This design comes from an exercise in tuning for small area, a short achievable clock period and few clock cycles on the open sky130 flow, not from production work. Only simulation tests tie the RTL to the original design; equivalence was not proved.

### flow/config.mk
export PLATFORM = sky130hd
export DESIGN_NAME = segment_convex_polygon_hit
export DESIGN_NICKNAME = segment_convex_polygon_hit
export VERILOG_FILES = /design/flow/design.v
export SDC_FILE = /design/flow/constraint.sdc
export NUM_CORES = 4
export LEC_CHECK = 0
export CAP_MARGIN = 20
export CORE_MARGIN = 2
export CORE_UTILIZATION = 40
export SETUP_SLACK_MARGIN = 4.0
export SLEW_MARGIN = 20
export TNS_END_PERCENT = 5
### flow/constraint.sdc
create_clock -name core_clock -period 7.5 [get_ports {clk}]
set_input_delay 1.5000 -clock core_clock [delete_from_list [all_inputs] [get_ports {clk}]]
set_output_delay 1.5000 -clock core_clock [all_outputs]
set_load 0.01 [all_outputs]
### flow/design.v
`timescale 1ns / 1ps
package scph_pkg;
	localparam int COORD_BITS       = 16;
	localparam int IDX_BITS         = 4;
	localparam int CFG_BITS         = 5;
	localparam int MAX_VERTICES_DEF = 16;
	localparam int unsigned MIN_POLY_VERTICES = 3;
	localparam int OPW   = COORD_BITS + 2;
	localparam int PRODW = 2 * OPW;
	localparam int CRW   = PRODW + 1;
	localparam logic OP_WRITE = 1'b0;
	localparam logic OP_QUERY = 1'b1;
	typedef struct packed {
		logic                         op;
		logic [IDX_BITS-1:0]          vertex_index;
		logic signed [COORD_BITS-1:0] coord_x;
		logic signed [COORD_BITS-1:0] coord_y;
		logic signed [COORD_BITS-1:0] dir_x;
		logic signed [COORD_BITS-1:0] dir_y;
	} req_t;
	typedef struct packed {
		logic hit;
		logic endpoint_inside;
	} rsp_t;
	typedef struct packed {
		logic signed [COORD_BITS-1:0] x;
		logic signed [COORD_BITS-1:0] y;
	} vtx_t;
	typedef enum logic [2:0] {
		ST_IDLE,
		ST_LOAD0,
		ST_LOAD1,
		ST_EDGE,
		ST_DRAIN,
		ST_FIN
	} state_t;
	typedef enum logic [2:0] {
		XOP_IN_O,
		XOP_IN_E,
		XOP_DEN,
		XOP_N1,
		XOP_N2
	} xop_t;
endpackage
`timescale 1ns / 1ps
module segment_convex_polygon_hit #(
	parameter int MAX_VERTICES = scph_pkg::MAX_VERTICES_DEF
) (
	input  logic                          clk,
	input  logic                          arst_n,
	input  logic                          req_valid,
	output logic                          req_stall,
	input  scph_pkg::req_t                req,
	output logic                          rsp_valid,
	input  logic                          rsp_stall,
	output scph_pkg::rsp_t                rsp,
	input  logic                          cfg_valid,
	output logic                          cfg_ready,
	input  logic [scph_pkg::CFG_BITS-1:0] cfg_data
);
	localparam int CB    = scph_pkg::COORD_BITS;
	localparam int WB    = CB + 1;           
	localparam int SB    = 2 * WB + 1;       
	localparam int UB    = CB + WB;          
	localparam int EB    = SB + 1;           
	localparam int DEPTH = 8;                
	function automatic logic [17:0] brow(input logic [16:0] x, input logic one, input logic two,
	                                     input logic neg);
		logic [17:0] m;
		case ({one, two})
			2'b10:   m = {x[16], x};
			2'b01:   m = {x, 1'b0};
			default: m = 18'd0;
		endcase
		if (neg) begin
			m = ~m;
		end
		brow = {~m[17], m[16:0]};
	endfunction
	function automatic logic [26:0] benc17(input logic [16:0] y);
		logic [18:0] w;
		w = {y[16], y, 1'b0};
		for (int k = 0; k < 9; k++) begin
			benc17[3*k]   = w[2*k+1] ^ w[2*k];
			benc17[3*k+1] = (w[2*k+2] & !w[2*k+1] & !w[2*k]) | (!w[2*k+2] & w[2*k+1] & w[2*k]);
			benc17[3*k+2] = w[2*k+2];
		end
	endfunction
	function automatic logic [23:0] benc16(input logic [15:0] y);
		logic [16:0] w;
		w = {y, 1'b0};
		for (int k = 0; k < 8; k++) begin
			benc16[3*k]   = w[2*k+1] ^ w[2*k];
			benc16[3*k+1] = (w[2*k+2] & !w[2*k+1] & !w[2*k]) | (!w[2*k+2] & w[2*k+1] & w[2*k]);
			benc16[3*k+2] = w[2*k+2];
		end
	endfunction
	function automatic logic cs_zero35(input logic [SB-2:0] x, input logic [SB-2:0] y);
		cs_zero35 = (x ^ y) == ((x | y) << 1);
	endfunction
	function automatic logic cs_zero33(input logic [UB-1:0] x, input logic [UB-1:0] y);
		cs_zero33 = (x ^ y) == ((x | y) << 1);
	endfunction
	logic [scph_pkg::CFG_BITS-1:0] vcount_q;
	logic                          stall_q;
	logic                          acc;
	logic [4:0]                    n_used;
	assign cfg_ready = 1'b1;
	assign req_stall = stall_q;
	assign acc       = req_valid && !stall_q;
	assign n_used    = (vcount_q > 5'd16) ? 5'd16 : vcount_q;
	logic [2*CB-1:0] mem [16];
	logic            wr_v;
	logic [3:0]      wr_idx;
	logic [2*CB-1:0] wr_data;
	always_ff @(posedge clk) begin
		wr_idx  <= req.vertex_index;
		wr_data <= {req.coord_x, req.coord_y};
		if (wr_v) begin
			mem[wr_idx] <= wr_data;
		end
	end
	logic          f_v, f_q, f_first, f_last, f_n3;
	logic [3:0]    f_k, f_kl;
	logic [15:0]   f_oh;           
	logic signed [CB-1:0] ox_q, oy_q, dx_q, dy_q;
	logic          nf_v, nf_q, nf_first, nf_last;
	logic          q_new;
	assign q_new = req.op == scph_pkg::OP_QUERY && n_used >= 5'd2;
	always_comb begin
		nf_v     = 1'b0;
		nf_q     = 1'b0;
		nf_first = 1'b0;
		nf_last  = 1'b0;
		if (f_v && f_q && !f_last) begin
			nf_v     = 1'b1;
			nf_q     = 1'b1;
			nf_last  = (f_k + 4'd1) == f_kl;
		end else if (acc) begin
			nf_v     = 1'b1;
			nf_q     = q_new;
			nf_first = 1'b1;
			nf_last  = !q_new;
		end
	end
	always_ff @(posedge clk) begin
		if (acc && req.op == scph_pkg::OP_QUERY) begin
			ox_q <= req.coord_x;
			oy_q <= req.coord_y;
			dx_q <= req.dir_x;
			dy_q <= req.dir_y;
		end
	end
	logic [2*CB-1:0]       f_vtx;
	logic signed [CB-1:0]  f_vx, f_vy;
	logic signed [WB-1:0]  f_x, f_y;
	logic [26:0]           f_yd;
	always_comb begin
		f_vtx = '0;
		for (int i = 0; i < 16; i++) begin
			f_vtx = f_vtx | ({(2*CB){f_oh[i]}} & mem[i]);
		end
	end
	assign f_vx  = f_vtx[2*CB-1:CB];
	assign f_vy  = f_vtx[CB-1:0];
	assign f_x   = WB'(f_vx) - WB'(ox_q);
	assign f_y   = WB'(f_vy) - WB'(oy_q);
	assign f_yd  = benc17(f_y);
	logic                 m_v, m_q, m_first, m_last, m_n3, m_wrap;
	logic                 r_v, r_q, r_n3;         
	logic signed [WB-1:0] m_x, m_y, a_x, b_x, h_x;
	logic [26:0]          m_yd, a_yd, b_yd, h_yd;    
	logic [23:0]          mdxd, mdyd;                
	always_ff @(posedge clk) begin
		m_x  <= f_x;
		m_y  <= f_y;
		m_yd <= f_yd;
		a_x  <= m_x;
		a_yd <= m_yd;
		if (m_q && m_last) begin
			b_x  <= h_x;
			b_yd <= h_yd;
		end else begin
			b_x  <= f_x;
			b_yd <= f_yd;
		end
		if (f_v && f_q && f_first) begin
			h_x  <= f_x;
			h_yd <= f_yd;
			mdxd <= benc16(dx_q);
			mdyd <= benc16(dy_q);
		end
	end
	logic [17:0] sd_p0, sd_p1, sd_p2, sd_p3, sd_p4, sd_p5, sd_p6, sd_p7, sd_p8;
	assign sd_p0 = brow(a_x, b_yd[0], b_yd[1], b_yd[2]);
	assign sd_p1 = brow(a_x, b_yd[3], b_yd[4], b_yd[5]);
	assign sd_p2 = brow(a_x, b_yd[6], b_yd[7], b_yd[8]);
	assign sd_p3 = brow(a_x, b_yd[9], b_yd[10], b_yd[11]);
	assign sd_p4 = brow(a_x, b_yd[12], b_yd[13], b_yd[14]);
	assign sd_p5 = brow(a_x, b_yd[15], b_yd[16], b_yd[17]);
	assign sd_p6 = brow(a_x, b_yd[18], b_yd[19], b_yd[20]);
	assign sd_p7 = brow(a_x, b_yd[21], b_yd[22], b_yd[23]);
	assign sd_p8 = brow(a_x, b_yd[24], b_yd[25], b_yd[26]);
	logic [17:0] sd_n0, sd_n1, sd_n2, sd_n3, sd_n4, sd_n5, sd_n6, sd_n7, sd_n8;
	assign sd_n0 = brow(b_x, a_yd[0], a_yd[1], !a_yd[2]);
	assign sd_n1 = brow(b_x, a_yd[3], a_yd[4], !a_yd[5]);
	assign sd_n2 = brow(b_x, a_yd[6], a_yd[7], !a_yd[8]);
	assign sd_n3 = brow(b_x, a_yd[9], a_yd[10], !a_yd[11]);
	assign sd_n4 = brow(b_x, a_yd[12], a_yd[13], !a_yd[14]);
	assign sd_n5 = brow(b_x, a_yd[15], a_yd[16], !a_yd[17]);
	assign sd_n6 = brow(b_x, a_yd[18], a_yd[19], !a_yd[20]);
	assign sd_n7 = brow(b_x, a_yd[21], a_yd[22], !a_yd[23]);
	assign sd_n8 = brow(b_x, a_yd[24], a_yd[25], !a_yd[26]);
	logic [34:0] sd_t_l1_0, sd_t_l1_1, sd_t_l1_2, sd_t_l1_3, sd_t_l1_4, sd_t_l1_5, sd_t_l1_6, sd_t_l1_7, sd_t_l1_8, sd_t_l1_9, sd_t_l1_10, sd_t_l1_11, sd_t_l2_0, sd_t_l2_1, sd_t_l2_2, sd_t_l2_3, sd_t_l2_4, sd_t_l2_5, sd_t_l2_6, sd_t_l2_7, sd_t_l3_0, sd_t_l3_1, sd_t_l3_2, sd_t_l3_3, sd_t_l3_4, sd_t_l3_5, sd_t_l4_0, sd_t_l4_1, sd_t_l4_2, sd_t_l4_3;
	assign sd_t_l1_0 = (35'(sd_p0) << 0) ^ ((35'(sd_p1) << 2) | (35'(b_yd[2]) << 0)) ^ ((35'(sd_p2) << 4) | (35'(b_yd[5]) << 2));
	assign sd_t_l1_1 = (((35'(sd_p0) << 0) & ((35'(sd_p1) << 2) | (35'(b_yd[2]) << 0))) | ((35'(sd_p0) << 0) & ((35'(sd_p2) << 4) | (35'(b_yd[5]) << 2))) | (((35'(sd_p1) << 2) | (35'(b_yd[2]) << 0)) & ((35'(sd_p2) << 4) | (35'(b_yd[5]) << 2)))) << 1;
	assign sd_t_l1_2 = ((35'(sd_p3) << 6) | (35'(b_yd[8]) << 4)) ^ ((35'(sd_p4) << 8) | (35'(b_yd[11]) << 6)) ^ ((35'(sd_p5) << 10) | (35'(b_yd[14]) << 8));
	assign sd_t_l1_3 = ((((35'(sd_p3) << 6) | (35'(b_yd[8]) << 4)) & ((35'(sd_p4) << 8) | (35'(b_yd[11]) << 6))) | (((35'(sd_p3) << 6) | (35'(b_yd[8]) << 4)) & ((35'(sd_p5) << 10) | (35'(b_yd[14]) << 8))) | (((35'(sd_p4) << 8) | (35'(b_yd[11]) << 6)) & ((35'(sd_p5) << 10) | (35'(b_yd[14]) << 8)))) << 1;
	assign sd_t_l1_4 = ((35'(sd_p6) << 12) | (35'(b_yd[17]) << 10)) ^ ((35'(sd_p7) << 14) | (35'(b_yd[20]) << 12)) ^ ((35'(sd_p8) << 16) | (35'(b_yd[23]) << 14));
	assign sd_t_l1_5 = ((((35'(sd_p6) << 12) | (35'(b_yd[17]) << 10)) & ((35'(sd_p7) << 14) | (35'(b_yd[20]) << 12))) | (((35'(sd_p6) << 12) | (35'(b_yd[17]) << 10)) & ((35'(sd_p8) << 16) | (35'(b_yd[23]) << 14))) | (((35'(sd_p7) << 14) | (35'(b_yd[20]) << 12)) & ((35'(sd_p8) << 16) | (35'(b_yd[23]) << 14)))) << 1;
	assign sd_t_l1_6 = (35'(sd_n0) << 0) ^ ((35'(sd_n1) << 2) | (35'(!a_yd[2]) << 0)) ^ ((35'(sd_n2) << 4) | (35'(!a_yd[5]) << 2));
	assign sd_t_l1_7 = (((35'(sd_n0) << 0) & ((35'(sd_n1) << 2) | (35'(!a_yd[2]) << 0))) | ((35'(sd_n0) << 0) & ((35'(sd_n2) << 4) | (35'(!a_yd[5]) << 2))) | (((35'(sd_n1) << 2) | (35'(!a_yd[2]) << 0)) & ((35'(sd_n2) << 4) | (35'(!a_yd[5]) << 2)))) << 1;
	assign sd_t_l1_8 = ((35'(sd_n3) << 6) | (35'(!a_yd[8]) << 4)) ^ ((35'(sd_n4) << 8) | (35'(!a_yd[11]) << 6)) ^ ((35'(sd_n5) << 10) | (35'(!a_yd[14]) << 8));
	assign sd_t_l1_9 = ((((35'(sd_n3) << 6) | (35'(!a_yd[8]) << 4)) & ((35'(sd_n4) << 8) | (35'(!a_yd[11]) << 6))) | (((35'(sd_n3) << 6) | (35'(!a_yd[8]) << 4)) & ((35'(sd_n5) << 10) | (35'(!a_yd[14]) << 8))) | (((35'(sd_n4) << 8) | (35'(!a_yd[11]) << 6)) & ((35'(sd_n5) << 10) | (35'(!a_yd[14]) << 8)))) << 1;
	assign sd_t_l1_10 = ((35'(sd_n6) << 12) | (35'(!a_yd[17]) << 10)) ^ ((35'(sd_n7) << 14) | (35'(!a_yd[20]) << 12)) ^ ((35'(sd_n8) << 16) | (35'(!a_yd[23]) << 14));
	assign sd_t_l1_11 = ((((35'(sd_n6) << 12) | (35'(!a_yd[17]) << 10)) & ((35'(sd_n7) << 14) | (35'(!a_yd[20]) << 12))) | (((35'(sd_n6) << 12) | (35'(!a_yd[17]) << 10)) & ((35'(sd_n8) << 16) | (35'(!a_yd[23]) << 14))) | (((35'(sd_n7) << 14) | (35'(!a_yd[20]) << 12)) & ((35'(sd_n8) << 16) | (35'(!a_yd[23]) << 14)))) << 1;
	assign sd_t_l2_0 = sd_t_l1_0 ^ sd_t_l1_1 ^ sd_t_l1_2;
	assign sd_t_l2_1 = ((sd_t_l1_0 & sd_t_l1_1) | (sd_t_l1_0 & sd_t_l1_2) | (sd_t_l1_1 & sd_t_l1_2)) << 1;
	assign sd_t_l2_2 = sd_t_l1_3 ^ sd_t_l1_4 ^ sd_t_l1_5;
	assign sd_t_l2_3 = ((sd_t_l1_3 & sd_t_l1_4) | (sd_t_l1_3 & sd_t_l1_5) | (sd_t_l1_4 & sd_t_l1_5)) << 1;
	assign sd_t_l2_4 = sd_t_l1_6 ^ sd_t_l1_7 ^ sd_t_l1_8;
	assign sd_t_l2_5 = ((sd_t_l1_6 & sd_t_l1_7) | (sd_t_l1_6 & sd_t_l1_8) | (sd_t_l1_7 & sd_t_l1_8)) << 1;
	assign sd_t_l2_6 = sd_t_l1_9 ^ sd_t_l1_10 ^ sd_t_l1_11;
	assign sd_t_l2_7 = ((sd_t_l1_9 & sd_t_l1_10) | (sd_t_l1_9 & sd_t_l1_11) | (sd_t_l1_10 & sd_t_l1_11)) << 1;
	assign sd_t_l3_0 = sd_t_l2_0 ^ sd_t_l2_1 ^ sd_t_l2_2;
	assign sd_t_l3_1 = ((sd_t_l2_0 & sd_t_l2_1) | (sd_t_l2_0 & sd_t_l2_2) | (sd_t_l2_1 & sd_t_l2_2)) << 1;
	assign sd_t_l3_2 = sd_t_l2_3 ^ sd_t_l2_4 ^ sd_t_l2_5;
	assign sd_t_l3_3 = ((sd_t_l2_3 & sd_t_l2_4) | (sd_t_l2_3 & sd_t_l2_5) | (sd_t_l2_4 & sd_t_l2_5)) << 1;
	assign sd_t_l3_4 = sd_t_l2_6 ^ sd_t_l2_7 ^ (35'h2aaac0000 | (35'(b_yd[26] ^ !a_yd[26]) << 16) | (35'(b_yd[26] & !a_yd[26]) << 17));
	assign sd_t_l3_5 = ((sd_t_l2_6 & sd_t_l2_7) | (sd_t_l2_6 & (35'h2aaac0000 | (35'(b_yd[26] ^ !a_yd[26]) << 16) | (35'(b_yd[26] & !a_yd[26]) << 17))) | (sd_t_l2_7 & (35'h2aaac0000 | (35'(b_yd[26] ^ !a_yd[26]) << 16) | (35'(b_yd[26] & !a_yd[26]) << 17)))) << 1;
	assign sd_t_l4_0 = sd_t_l3_0 ^ sd_t_l3_1 ^ sd_t_l3_2;
	assign sd_t_l4_1 = ((sd_t_l3_0 & sd_t_l3_1) | (sd_t_l3_0 & sd_t_l3_2) | (sd_t_l3_1 & sd_t_l3_2)) << 1;
	assign sd_t_l4_2 = sd_t_l3_3 ^ sd_t_l3_4 ^ sd_t_l3_5;
	assign sd_t_l4_3 = ((sd_t_l3_3 & sd_t_l3_4) | (sd_t_l3_3 & sd_t_l3_5) | (sd_t_l3_4 & sd_t_l3_5)) << 1;
	logic [34:0] m_s0, m_s1, m_s2, m_s3;
	assign m_s0 = sd_t_l4_0;
	assign m_s1 = sd_t_l4_1;
	assign m_s2 = sd_t_l4_2;
	assign m_s3 = sd_t_l4_3;
	logic [17:0] ud_p0, ud_p1, ud_p2, ud_p3, ud_p4, ud_p5, ud_p6, ud_p7;
	assign ud_p0 = brow(m_y, mdxd[0], mdxd[1], mdxd[2]);
	assign ud_p1 = brow(m_y, mdxd[3], mdxd[4], mdxd[5]);
	assign ud_p2 = brow(m_y, mdxd[6], mdxd[7], mdxd[8]);
	assign ud_p3 = brow(m_y, mdxd[9], mdxd[10], mdxd[11]);
	assign ud_p4 = brow(m_y, mdxd[12], mdxd[13], mdxd[14]);
	assign ud_p5 = brow(m_y, mdxd[15], mdxd[16], mdxd[17]);
	assign ud_p6 = brow(m_y, mdxd[18], mdxd[19], mdxd[20]);
	assign ud_p7 = brow(m_y, mdxd[21], mdxd[22], mdxd[23]);
	logic [17:0] ud_n0, ud_n1, ud_n2, ud_n3, ud_n4, ud_n5, ud_n6, ud_n7;
	assign ud_n0 = brow(m_x, mdyd[0], mdyd[1], !mdyd[2]);
	assign ud_n1 = brow(m_x, mdyd[3], mdyd[4], !mdyd[5]);
	assign ud_n2 = brow(m_x, mdyd[6], mdyd[7], !mdyd[8]);
	assign ud_n3 = brow(m_x, mdyd[9], mdyd[10], !mdyd[11]);
	assign ud_n4 = brow(m_x, mdyd[12], mdyd[13], !mdyd[14]);
	assign ud_n5 = brow(m_x, mdyd[15], mdyd[16], !mdyd[17]);
	assign ud_n6 = brow(m_x, mdyd[18], mdyd[19], !mdyd[20]);
	assign ud_n7 = brow(m_x, mdyd[21], mdyd[22], !mdyd[23]);
	logic [32:0] ud_t_l1_0, ud_t_l1_1, ud_t_l1_2, ud_t_l1_3, ud_t_l1_4, ud_t_l1_5, ud_t_l1_6, ud_t_l1_7, ud_t_l1_8, ud_t_l1_9, ud_t_l2_0, ud_t_l2_1, ud_t_l2_2, ud_t_l2_3, ud_t_l2_4, ud_t_l2_5, ud_t_l2_6, ud_t_l2_7, ud_t_l3_0, ud_t_l3_1, ud_t_l3_2, ud_t_l3_3, ud_t_l4_0, ud_t_l4_1, ud_t_l4_2, ud_t_l4_3;
	assign ud_t_l1_0 = (33'(ud_p0) << 0) ^ ((33'(ud_p1) << 2) | (33'(mdxd[2]) << 0)) ^ ((33'(ud_p2) << 4) | (33'(mdxd[5]) << 2));
	assign ud_t_l1_1 = (((33'(ud_p0) << 0) & ((33'(ud_p1) << 2) | (33'(mdxd[2]) << 0))) | ((33'(ud_p0) << 0) & ((33'(ud_p2) << 4) | (33'(mdxd[5]) << 2))) | (((33'(ud_p1) << 2) | (33'(mdxd[2]) << 0)) & ((33'(ud_p2) << 4) | (33'(mdxd[5]) << 2)))) << 1;
	assign ud_t_l1_2 = ((33'(ud_p3) << 6) | (33'(mdxd[8]) << 4)) ^ ((33'(ud_p4) << 8) | (33'(mdxd[11]) << 6)) ^ ((33'(ud_p5) << 10) | (33'(mdxd[14]) << 8));
	assign ud_t_l1_3 = ((((33'(ud_p3) << 6) | (33'(mdxd[8]) << 4)) & ((33'(ud_p4) << 8) | (33'(mdxd[11]) << 6))) | (((33'(ud_p3) << 6) | (33'(mdxd[8]) << 4)) & ((33'(ud_p5) << 10) | (33'(mdxd[14]) << 8))) | (((33'(ud_p4) << 8) | (33'(mdxd[11]) << 6)) & ((33'(ud_p5) << 10) | (33'(mdxd[14]) << 8)))) << 1;
	assign ud_t_l1_4 = ((33'(ud_p6) << 12) | (33'(mdxd[17]) << 10)) ^ ((33'(ud_p7) << 14) | (33'(mdxd[20]) << 12)) ^ (33'(ud_n0) << 0);
	assign ud_t_l1_5 = ((((33'(ud_p6) << 12) | (33'(mdxd[17]) << 10)) & ((33'(ud_p7) << 14) | (33'(mdxd[20]) << 12))) | (((33'(ud_p6) << 12) | (33'(mdxd[17]) << 10)) & (33'(ud_n0) << 0)) | (((33'(ud_p7) << 14) | (33'(mdxd[20]) << 12)) & (33'(ud_n0) << 0))) << 1;
	assign ud_t_l1_6 = ((33'(ud_n1) << 2) | (33'(!mdyd[2]) << 0)) ^ ((33'(ud_n2) << 4) | (33'(!mdyd[5]) << 2)) ^ ((33'(ud_n3) << 6) | (33'(!mdyd[8]) << 4));
	assign ud_t_l1_7 = ((((33'(ud_n1) << 2) | (33'(!mdyd[2]) << 0)) & ((33'(ud_n2) << 4) | (33'(!mdyd[5]) << 2))) | (((33'(ud_n1) << 2) | (33'(!mdyd[2]) << 0)) & ((33'(ud_n3) << 6) | (33'(!mdyd[8]) << 4))) | (((33'(ud_n2) << 4) | (33'(!mdyd[5]) << 2)) & ((33'(ud_n3) << 6) | (33'(!mdyd[8]) << 4)))) << 1;
	assign ud_t_l1_8 = ((33'(ud_n4) << 8) | (33'(!mdyd[11]) << 6)) ^ ((33'(ud_n5) << 10) | (33'(!mdyd[14]) << 8)) ^ ((33'(ud_n6) << 12) | (33'(!mdyd[17]) << 10));
	assign ud_t_l1_9 = ((((33'(ud_n4) << 8) | (33'(!mdyd[11]) << 6)) & ((33'(ud_n5) << 10) | (33'(!mdyd[14]) << 8))) | (((33'(ud_n4) << 8) | (33'(!mdyd[11]) << 6)) & ((33'(ud_n6) << 12) | (33'(!mdyd[17]) << 10))) | (((33'(ud_n5) << 10) | (33'(!mdyd[14]) << 8)) & ((33'(ud_n6) << 12) | (33'(!mdyd[17]) << 10)))) << 1;
	assign ud_t_l2_0 = ud_t_l1_0 ^ ud_t_l1_1 ^ ud_t_l1_2;
	assign ud_t_l2_1 = ((ud_t_l1_0 & ud_t_l1_1) | (ud_t_l1_0 & ud_t_l1_2) | (ud_t_l1_1 & ud_t_l1_2)) << 1;
	assign ud_t_l2_2 = ud_t_l1_3 ^ ud_t_l1_4 ^ ud_t_l1_5;
	assign ud_t_l2_3 = ((ud_t_l1_3 & ud_t_l1_4) | (ud_t_l1_3 & ud_t_l1_5) | (ud_t_l1_4 & ud_t_l1_5)) << 1;
	assign ud_t_l2_4 = ud_t_l1_6 ^ ud_t_l1_7 ^ ud_t_l1_8;
	assign ud_t_l2_5 = ((ud_t_l1_6 & ud_t_l1_7) | (ud_t_l1_6 & ud_t_l1_8) | (ud_t_l1_7 & ud_t_l1_8)) << 1;
	assign ud_t_l2_6 = ud_t_l1_9 ^ ((33'(ud_n7) << 14) | (33'(!mdyd[20]) << 12)) ^ (33'haaac0000 | (33'(mdxd[23] ^ !mdyd[23]) << 14) | (33'(mdxd[23] & !mdyd[23]) << 15));
	assign ud_t_l2_7 = ((ud_t_l1_9 & ((33'(ud_n7) << 14) | (33'(!mdyd[20]) << 12))) | (ud_t_l1_9 & (33'haaac0000 | (33'(mdxd[23] ^ !mdyd[23]) << 14) | (33'(mdxd[23] & !mdyd[23]) << 15))) | (((33'(ud_n7) << 14) | (33'(!mdyd[20]) << 12)) & (33'haaac0000 | (33'(mdxd[23] ^ !mdyd[23]) << 14) | (33'(mdxd[23] & !mdyd[23]) << 15)))) << 1;
	assign ud_t_l3_0 = ud_t_l2_0 ^ ud_t_l2_1 ^ ud_t_l2_2;
	assign ud_t_l3_1 = ((ud_t_l2_0 & ud_t_l2_1) | (ud_t_l2_0 & ud_t_l2_2) | (ud_t_l2_1 & ud_t_l2_2)) << 1;
	assign ud_t_l3_2 = ud_t_l2_3 ^ ud_t_l2_4 ^ ud_t_l2_5;
	assign ud_t_l3_3 = ((ud_t_l2_3 & ud_t_l2_4) | (ud_t_l2_3 & ud_t_l2_5) | (ud_t_l2_4 & ud_t_l2_5)) << 1;
	assign ud_t_l4_0 = ud_t_l3_0 ^ ud_t_l3_1 ^ ud_t_l3_2;
	assign ud_t_l4_1 = ((ud_t_l3_0 & ud_t_l3_1) | (ud_t_l3_0 & ud_t_l3_2) | (ud_t_l3_1 & ud_t_l3_2)) << 1;
	assign ud_t_l4_2 = ud_t_l3_3 ^ ud_t_l2_6 ^ ud_t_l2_7;
	assign ud_t_l4_3 = ((ud_t_l3_3 & ud_t_l2_6) | (ud_t_l3_3 & ud_t_l2_7) | (ud_t_l2_6 & ud_t_l2_7)) << 1;
	logic [32:0] m_u0, m_u1, m_u2, m_u3;
	assign m_u0 = ud_t_l4_0;
	assign m_u1 = ud_t_l4_1;
	assign m_u2 = ud_t_l4_2;
	assign m_u3 = ud_t_l4_3;
	logic                 c1_q, c1_first, c1_edge, c1_wrap, c1_rv, c1_rq, c1_n3;
	logic [34:0] c1_s0, c1_s1, c1_s2, c1_s3, c1_sx, c1_sc;
	logic signed [34:0] c1_s;
	always_ff @(posedge clk) begin
		c1_s0 <= m_s0;
		c1_s1 <= m_s1;
		c1_s2 <= m_s2;
		c1_s3 <= m_s3;
	end
	logic [34:0] c1_st_l1_0, c1_st_l1_1, c1_st_l2_0, c1_st_l2_1;
	assign c1_st_l1_0 = c1_s0 ^ c1_s1 ^ c1_s2;
	assign c1_st_l1_1 = ((c1_s0 & c1_s1) | (c1_s0 & c1_s2) | (c1_s1 & c1_s2)) << 1;
	assign c1_st_l2_0 = c1_st_l1_0 ^ c1_st_l1_1 ^ c1_s3;
	assign c1_st_l2_1 = ((c1_st_l1_0 & c1_st_l1_1) | (c1_st_l1_0 & c1_s3) | (c1_st_l1_1 & c1_s3)) << 1;
	assign c1_sx = c1_st_l2_0;
	assign c1_sc = c1_st_l2_1;
	assign c1_s = c1_sx + c1_sc;
	logic [32:0] c1_u0, c1_u1, c1_u2, c1_u3, c1_ux, c1_uc;
	logic signed [32:0] c1_u;
	always_ff @(posedge clk) begin
		c1_u0 <= m_u0;
		c1_u1 <= m_u1;
		c1_u2 <= m_u2;
		c1_u3 <= m_u3;
	end
	logic [32:0] c1_ut_l1_0, c1_ut_l1_1, c1_ut_l2_0, c1_ut_l2_1;
	assign c1_ut_l1_0 = c1_u0 ^ c1_u1 ^ c1_u2;
	assign c1_ut_l1_1 = ((c1_u0 & c1_u1) | (c1_u0 & c1_u2) | (c1_u1 & c1_u2)) << 1;
	assign c1_ut_l2_0 = c1_ut_l1_0 ^ c1_ut_l1_1 ^ c1_u3;
	assign c1_ut_l2_1 = ((c1_ut_l1_0 & c1_ut_l1_1) | (c1_ut_l1_0 & c1_u3) | (c1_ut_l1_1 & c1_u3)) << 1;
	assign c1_ux = c1_ut_l2_0;
	assign c1_uc = c1_ut_l2_1;
	assign c1_u = c1_ux + c1_uc;
	logic                 c2_q, c2_first, c2_edge, c2_wrap, c2_rv, c2_rq, c2_n3;
	logic signed [SB-2:0] c2_s;
	logic signed [UB-1:0] c2_u, c2_up, c2_uh;
	logic                 c2_sneg, c2_szero, c2_uneg, c2_uzero;
	logic                 c2_upneg, c2_upzero, c2_uhneg, c2_uhzero;
	logic                 out_o_q, out_e_q, hit_q;
	always_ff @(posedge clk) begin
		c2_s      <= c1_s;
		c2_u      <= c1_u;
		c2_sneg   <= c1_s[SB-2];
		c2_szero  <= cs_zero35(c1_sx, c1_sc);
		c2_uneg   <= c1_u[UB-1];
		c2_uzero  <= cs_zero33(c1_ux, c1_uc);
		c2_up     <= c2_u;
		c2_upneg  <= c2_uneg;
		c2_upzero <= c2_uzero;
		if (c2_q && c2_first) begin
			c2_uh     <= c2_u;
			c2_uhneg  <= c2_uneg;
			c2_uhzero <= c2_uzero;
		end
	end
	function automatic logic [2:0] edge_test(input logic signed [SB-2:0] s, input logic sneg,
	                                         input logic szero,
	                                         input logic signed [UB-1:0] ua, input logic uaneg,
	                                         input logic uazero,
	                                         input logic signed [UB-1:0] ub, input logic ubneg,
	                                         input logic ubzero);
		logic signed [EB-1:0] se, uae, ube;
		logic [EB-1:0] ex, ec, ev;
		logic spos, eneg, epos, crs, ezero;
		se    = s;
		uae   = ua;
		ube   = ub;
		ex    = se ^ uae ^ ~ube;
		ec    = ((se & uae) | (se & ~ube) | (uae & ~ube)) << 1;
		ev    = ex + ec + 1'b1;
		ezero = &(ex ^ ec);
		spos = !sneg && !szero;
		eneg = ev[EB-1];
		epos = !ev[EB-1] && !ezero;
		crs  = !(uazero && ubzero) &&
		       (((uaneg || uazero) && !ubneg && !sneg && !epos) ||
		        (!uaneg && (ubneg || ubzero) && !spos && !eneg));
		edge_test = {sneg, eneg, crs};
	endfunction
	logic [2:0] t_e, t_old;
	always_comb begin
		if (c2_wrap) begin
			t_e = edge_test(c2_s, c2_sneg, c2_szero, c2_up, c2_upneg, c2_upzero,
			                c2_uh, c2_uhneg, c2_uhzero);
		end else begin
			t_e = edge_test(c2_s, c2_sneg, c2_szero, c2_up, c2_upneg, c2_upzero,
			                c2_u, c2_uneg, c2_uzero);
		end
	end
	logic       c3_q, c3_first, c3_edge, c3_rv, c3_rq, c3_n3;
	logic [2:0] c3_t;
	always_ff @(posedge clk) begin
		c3_t <= t_e;
	end
	assign t_old = {out_o_q, out_e_q, hit_q} | c3_t;
	logic [1:0]       fifo_d [DEPTH];
	logic [DEPTH-1:0] fifo_v;
	logic [3:0]       inflight_q;
	logic             push, pop;
	logic [1:0]       push_d;
	logic             res_ins, res_hit;
	assign res_ins = c3_n3 && (!t_old[2] || !t_old[1]);
	assign res_hit = res_ins || t_old[0];
	assign push    = c3_rv;
	assign push_d  = c3_rq ? {res_hit, res_ins} : 2'b00;
	assign pop     = fifo_v[0] && !rsp_stall;
	logic full_next;
	always_comb begin
		if (inflight_q >= 4'(DEPTH + 1)) begin
			full_next = 1'b1;
		end else if (inflight_q == 4'(DEPTH)) begin
			full_next = acc || !pop;
		end else if (inflight_q == 4'(DEPTH - 1)) begin
			full_next = acc && !pop;
		end else begin
			full_next = 1'b0;
		end
	end
	assign rsp_valid = fifo_v[0];
	assign rsp       = fifo_d[0];
	always_ff @(posedge clk) begin
		for (int i = 0; i < DEPTH; i++) begin
			if (pop) begin
				if (push && fifo_v[i] && (i == DEPTH - 1 || !fifo_v[(i + 1) % DEPTH])) begin
					fifo_d[i] <= push_d;
				end else if (i < DEPTH - 1) begin
					fifo_d[i] <= fifo_d[(i + 1) % DEPTH];
				end
			end else if (push && !fifo_v[i] && (i == 0 || fifo_v[(i + DEPTH - 1) % DEPTH])) begin
				fifo_d[i] <= push_d;
			end
		end
	end
	always_ff @(posedge clk or negedge arst_n) begin
		if (!arst_n) begin
			vcount_q   <= '0;
			stall_q    <= 1'b0;
			wr_v       <= 1'b0;
			f_v        <= 1'b0;
			f_q        <= 1'b0;
			f_first    <= 1'b0;
			f_last     <= 1'b0;
			f_n3       <= 1'b0;
			f_k        <= '0;
			f_oh       <= 16'd1;
			f_kl       <= '0;
			m_v        <= 1'b0;
			m_q        <= 1'b0;
			m_first    <= 1'b0;
			m_last     <= 1'b0;
			m_n3       <= 1'b0;
			m_wrap     <= 1'b0;
			r_v        <= 1'b0;
			r_q        <= 1'b0;
			r_n3       <= 1'b0;
			c1_q       <= 1'b0;
			c1_first   <= 1'b0;
			c1_edge    <= 1'b0;
			c1_wrap    <= 1'b0;
			c1_rv      <= 1'b0;
			c1_rq      <= 1'b0;
			c1_n3      <= 1'b0;
			c2_q       <= 1'b0;
			c2_first   <= 1'b0;
			c2_edge    <= 1'b0;
			c2_wrap    <= 1'b0;
			c2_rv      <= 1'b0;
			c2_rq      <= 1'b0;
			c2_n3      <= 1'b0;
			c3_q       <= 1'b0;
			c3_first   <= 1'b0;
			c3_edge    <= 1'b0;
			c3_rv      <= 1'b0;
			c3_rq      <= 1'b0;
			c3_n3      <= 1'b0;
			out_o_q    <= 1'b0;
			out_e_q    <= 1'b0;
			hit_q      <= 1'b0;
			fifo_v     <= '0;
			inflight_q <= '0;
		end else begin
			if (cfg_valid) begin
				vcount_q <= cfg_data;
			end
			wr_v <= acc && req.op == scph_pkg::OP_WRITE;
			f_v     <= nf_v;
			f_q     <= nf_q;
			f_first <= nf_first;
			f_last  <= nf_last;
			if (f_v && f_q && !f_last) begin
				f_k  <= f_k + 4'd1;
				f_oh <= {f_oh[14:0], 1'b0};
			end else begin
				f_k  <= '0;
				f_oh <= 16'd1;
				f_kl <= 4'(n_used - 5'd1);
				f_n3 <= n_used >= 5'd3;
			end
			m_v     <= f_v && f_last;
			m_q     <= f_v && f_q;
			m_first <= f_first;
			m_last  <= f_last;
			m_n3    <= f_n3;
			m_wrap  <= m_q && m_last;
			r_v     <= m_v;
			r_q     <= m_q && m_last;
			r_n3    <= m_n3;
			c1_q     <= m_q;
			c1_first <= m_first;
			c1_edge  <= (m_q && !m_first) || m_wrap;
			c1_wrap  <= m_wrap;
			c1_rv    <= r_v;
			c1_rq    <= r_q;
			c1_n3    <= r_n3;
			c2_q     <= c1_q;
			c2_first <= c1_first;
			c2_edge  <= c1_edge;
			c2_wrap  <= c1_wrap;
			c2_rv    <= c1_rv;
			c2_rq    <= c1_rq;
			c2_n3    <= c1_n3;
			c3_q     <= c2_q;
			c3_first <= c2_first;
			c3_edge  <= c2_edge;
			c3_rv    <= c2_rv;
			c3_rq    <= c2_rq;
			c3_n3    <= c2_n3;
			if (c3_q && c3_first) begin
				{out_o_q, out_e_q, hit_q} <= 3'b000;
			end else if (c3_edge) begin
				{out_o_q, out_e_q, hit_q} <= {out_o_q, out_e_q, hit_q} | c3_t;
			end
			if (pop) begin
				fifo_v <= push ? fifo_v : (fifo_v >> 1);
			end else if (push) begin
				fifo_v <= {fifo_v[DEPTH-2:0], 1'b1};
			end
			inflight_q <= inflight_q + 4'(acc) - 4'(pop);
			stall_q    <= (nf_v && nf_q && !nf_last) || full_next;
		end
	end
endmodule
### flow/run.sh
#!/bin/bash
# synth_recipe.tcl (not shown) runs the flow's synth.tcl, then flattens the netlist and writes it again
# the make line also repeats each setting of config.mk as NAME=value (left out here)
make -C /OpenROAD-flow-scripts/flow DESIGN_CONFIG=/design/flow/config.mk WORK_HOME=/design/flow/orfs CLKGATE_MAP_FILE= SYNTH_SCRIPT=/design/flow/synth_recipe.tcl finish
==> results.cfg <==
[drt]
post-route-drc-count = 0
first_pass_iters = 6
wl_um = 218600
num_vias = 49970
drtAntennaViolNets = 0
vias_per_cell = 5.368
drtIter0Drc = 4392
post_drt_wl_per_cell_um = 23.48

[critical_path]
critPathTopFamily = adder cells
crit_path_end_kind = register
cpPeakStageDelay_ps = 1030
cp.arrival_ps = 4460
r2r-end = c1_s0[21]
critical-path-slowest-cell = dfxtp_1
startpoint_type = register
worst-path-stages = 8
critPathMostFrequentCell = fa_1
r2r_cells = 8
reg2reg_from = a_x[14]
critPathRequiredTime_ps = 8120
critPathMaxFanout = 17
criticalPathCategory = reg -> reg
r2r_slack_ps = 3660
path_cells = a22oi_1 -> nor2_1 -> xnor2_1 -> fa_1 -> fa_1 -> fa_1 -> inv_1 -> fa_1
cp_num_buf_inv = 1

[layout]
drive_gt1_share_pct = 10.58
stdcell_area_um2 = 87300
fillCellCount = 17320
area_growth_pct = 13.32
nets = 7832
layout.cells.non_filler = 9308

[synth]
ys_types = 74
ys_async_sr_fraction_pct = 5.896
seq_area_frac_synth_pct = 43.75
ys_ff_latch = 1306
synth_cells = 6711
synth.avg_cell_area_um2 = 11.48
synth_edf_count = 717
ys_dominant_reg_cell = edfxtp_1
synth_nets = 7879
netlist_area_um2 = 77040
yosys_warnings = 2

[clocking]
cts_sinks = 1306
htreeDepth = 4
root_buffer = clkbuf_16
holdBufCountCts = 0
clk_path_buf_depth = 3
clk_pin_slew_ps = 60
cts_tree = built
clk_latency_ps = 820
cts_buffers = 140

[global_route]
grt_pass1_vias = 50810
grt_usage_pct = 22.11
antenna_found_initial = 3
grt_remaining_overflow = 0
grt_max_degree = 78
grt_pass1_wl_um = 328500

[floorplanning]
initial_core_util_pct = 40.13
die_width_um = 442.9
core_um2 = 192000
die_h_um = 442.9
die_area_um2 = 196100
io_pins = 84
num_rows = 161

[run]
max-cap-violations = 0

[min_path]
worstHoldPathType = reg -> reg
whs_endpoint = a_yd[24]
holdPathStages = 0
min_from = m_yd[24]

[timing]
hold_viol = 0
worst_clock_skew_ps = 44.26
slew_headroom_pct = 23.60
tightest_slew_ps = 1144
finalCriticalPeriod_ps = 3843
maxSlewViolCount = 0
finalSetupTns_ps = 0
fmax_mhz = 260.2
rsz0062_at_grt = true
final.period_utilization_pct = 51.23
final-setup-viol-count = 0

[status]
outcome = timing/DRC/antenna clean

[placed_design]
port_buffers = 82
place_area_um2 = 80000
place_inst = 8925
place_congestion = 0.8986
post-dp-hpwl_um = 152400
## state kept, by name, summed over array words and instances, names as in the netlist, 24 cells and up
name     flops
mem        512
c1_s0       34
c2_s        34
c1_s1       33
c2_u        33
c2_up       33
c1_u0       32
c1_u1       32
c2_uh       32
wr_data     32
c1_s2       30
c1_u2       27
a_yd        26
b_yd        26
h_yd        26
c1_s3       25
mdxd        24
mdyd        24
## synthesized netlist by cell type, drive strengths merged (30+ instances only)
cell | instances | share of area [%]
inv | 882 | 4.3
edfxtp | 717 | 28
fa | 573 | 15
xnor2 | 542 | 6.2
a22oi | 533 | 5.2
ha | 516 | 8.4
dfxtp | 512 | 13
nor2 | 510 | 2.5
clkbuf | 423 | 2.1
xor2 | 240 | 2.7
nand2 | 185 | 0.90
a221oi | 120 | 1.4
a22o | 120 | 1.4
a21oi | 98 | 0.64
dfrtp | 76 | 2.5
o21ai | 73 | 0.47
a21o | 63 | 0.61
nand4 | 56 | 0.45
buf | 53 | 0.27
nor2b | 39 | 0.32
mux2 | 32 | 0.47
nand3 | 32 | 0.21
nand2b | 31 | 0.25
nand3b | 30 | 0.29
## per-layer routing
layer  vias up  wire length [um]  GRT usage (%)
met5         -                12              0
met4         2              7513          7.159
met3       388             16220          4.286
met2      2001            100500          35.11
met1     25080             94340          30.40
li1      22490                 -              -
## placed cells by master, fill, tap and decap left out, drive strengths merged, types with 21 or more instances in the layout
cell type / count
nor3b: 22
edfxtp: 717
dfrtp: 76
clkdlybuf4s50: 81
clkinv: 56
a22o: 120
nand4: 56
dfxtp: 512
o21ai: 73
buf: 200
nand3: 32
nor3: 23
inv: 893
clkbuf: 177
a21o: 63
nor2b: 39
ha: 516
fa: 573
o211ai: 21
nand2b: 31
nand3b: 30
xnor2: 542
a21oi: 98
nor2: 510
xor2: 240
a22oi: 533
mux2: 32
and2: 25
a221oi: 120
o21a: 23
nand2: 185
## cells by family after synthesis
logic type | synth area share (%)
other | 0.004868
adders and majority gates | 23.27
xor gates and xnor gates | 8.890
DFF | 43.75
buffers and inverters | 6.659
muxes | 0.7276
and+or+nand+nor | 5.835
AOI/OAI and AO/OA | 10.86
## repair_timing
| action | CTS | global route |
|---|---|---|
| pin swaps | 40 | 68 |
| gates cloned | 5 | 1 |
| setup buffers | 80 | 34 |
| endpoints found under the setup margin | 257 | 251 |
| gates resized for setup | 191 | 114 |
| hold endpoints to repair | 0 | 0 |
## worst max-delay path by stage
stage             start         to  slack, ps
4_1_cts        a_yd[15]  c1_s0[14]       3750
3_3_place_gp   f_oh[11]   b_yd[19]       3090
6_report        a_x[14]  c1_s0[21]       3660
5_1_grt         mdxd[7]  c1_u0[11]       3550
3_5_place_dp    f_oh[9]   b_yd[19]       3040
2_1_floorplan   mdyd[0]  c1_u0[14]       3860
## layout make-up
cell class	count	area [um2]	area share, %
multi-input combinational	4040	39360	45.08
antenna	2	5.005	0.005733
clock inverter	82	1026	1.175
timing repair buffer	287	2838	3.250
sequential	1306	33770	38.68
tap	2526	3161	3.620
clock buffer	176	3802	4.355
inverter	889	3343	3.830
## through the flow
stage	hold WS, ps	utilization, %	setup WS [ps]
after floorplan	309.6	-	3864
after global placement	323.1	41.67	3092
after detailed placement	325.7	41.67	3042
after CTS	335.7	44.99	3755
after global routing	335.1	45.47	3550
final	341.0	45.48	3657
Testbench counts, summed over its fixed seeds: cycles 37,015.

static timing again, ports no longer ideal:
How much do the figures lean on ideal ports? The routed layout below was timed once more, with nothing changed but the port constraints.
Step 1, drivers: a clkbuf_16 drives clk and a buf_2 each remaining input, both assumed.
Step 2, shift: input delay + t, output delay - t, t = (earliest + latest rising clock arrival at the registers) / 2. This alone moves slack from input paths to output paths.
a / b / c = ideal / step 1 / step 2; a / b = the first two.
t (ns): 0.872
setup slack, ns: 3.657 / 3.657 / 3.314
worst setup path after step 2: input to register
clock arrival spread, ns: 0.051 / 0.052
worst register clock-pin slew, ns: 0.07 / 0.07
After both steps setup and hold are still met in this run. For this run, drivers alone change the setup slack by 0.000 ns; drivers and shift together by -0.343 ns.
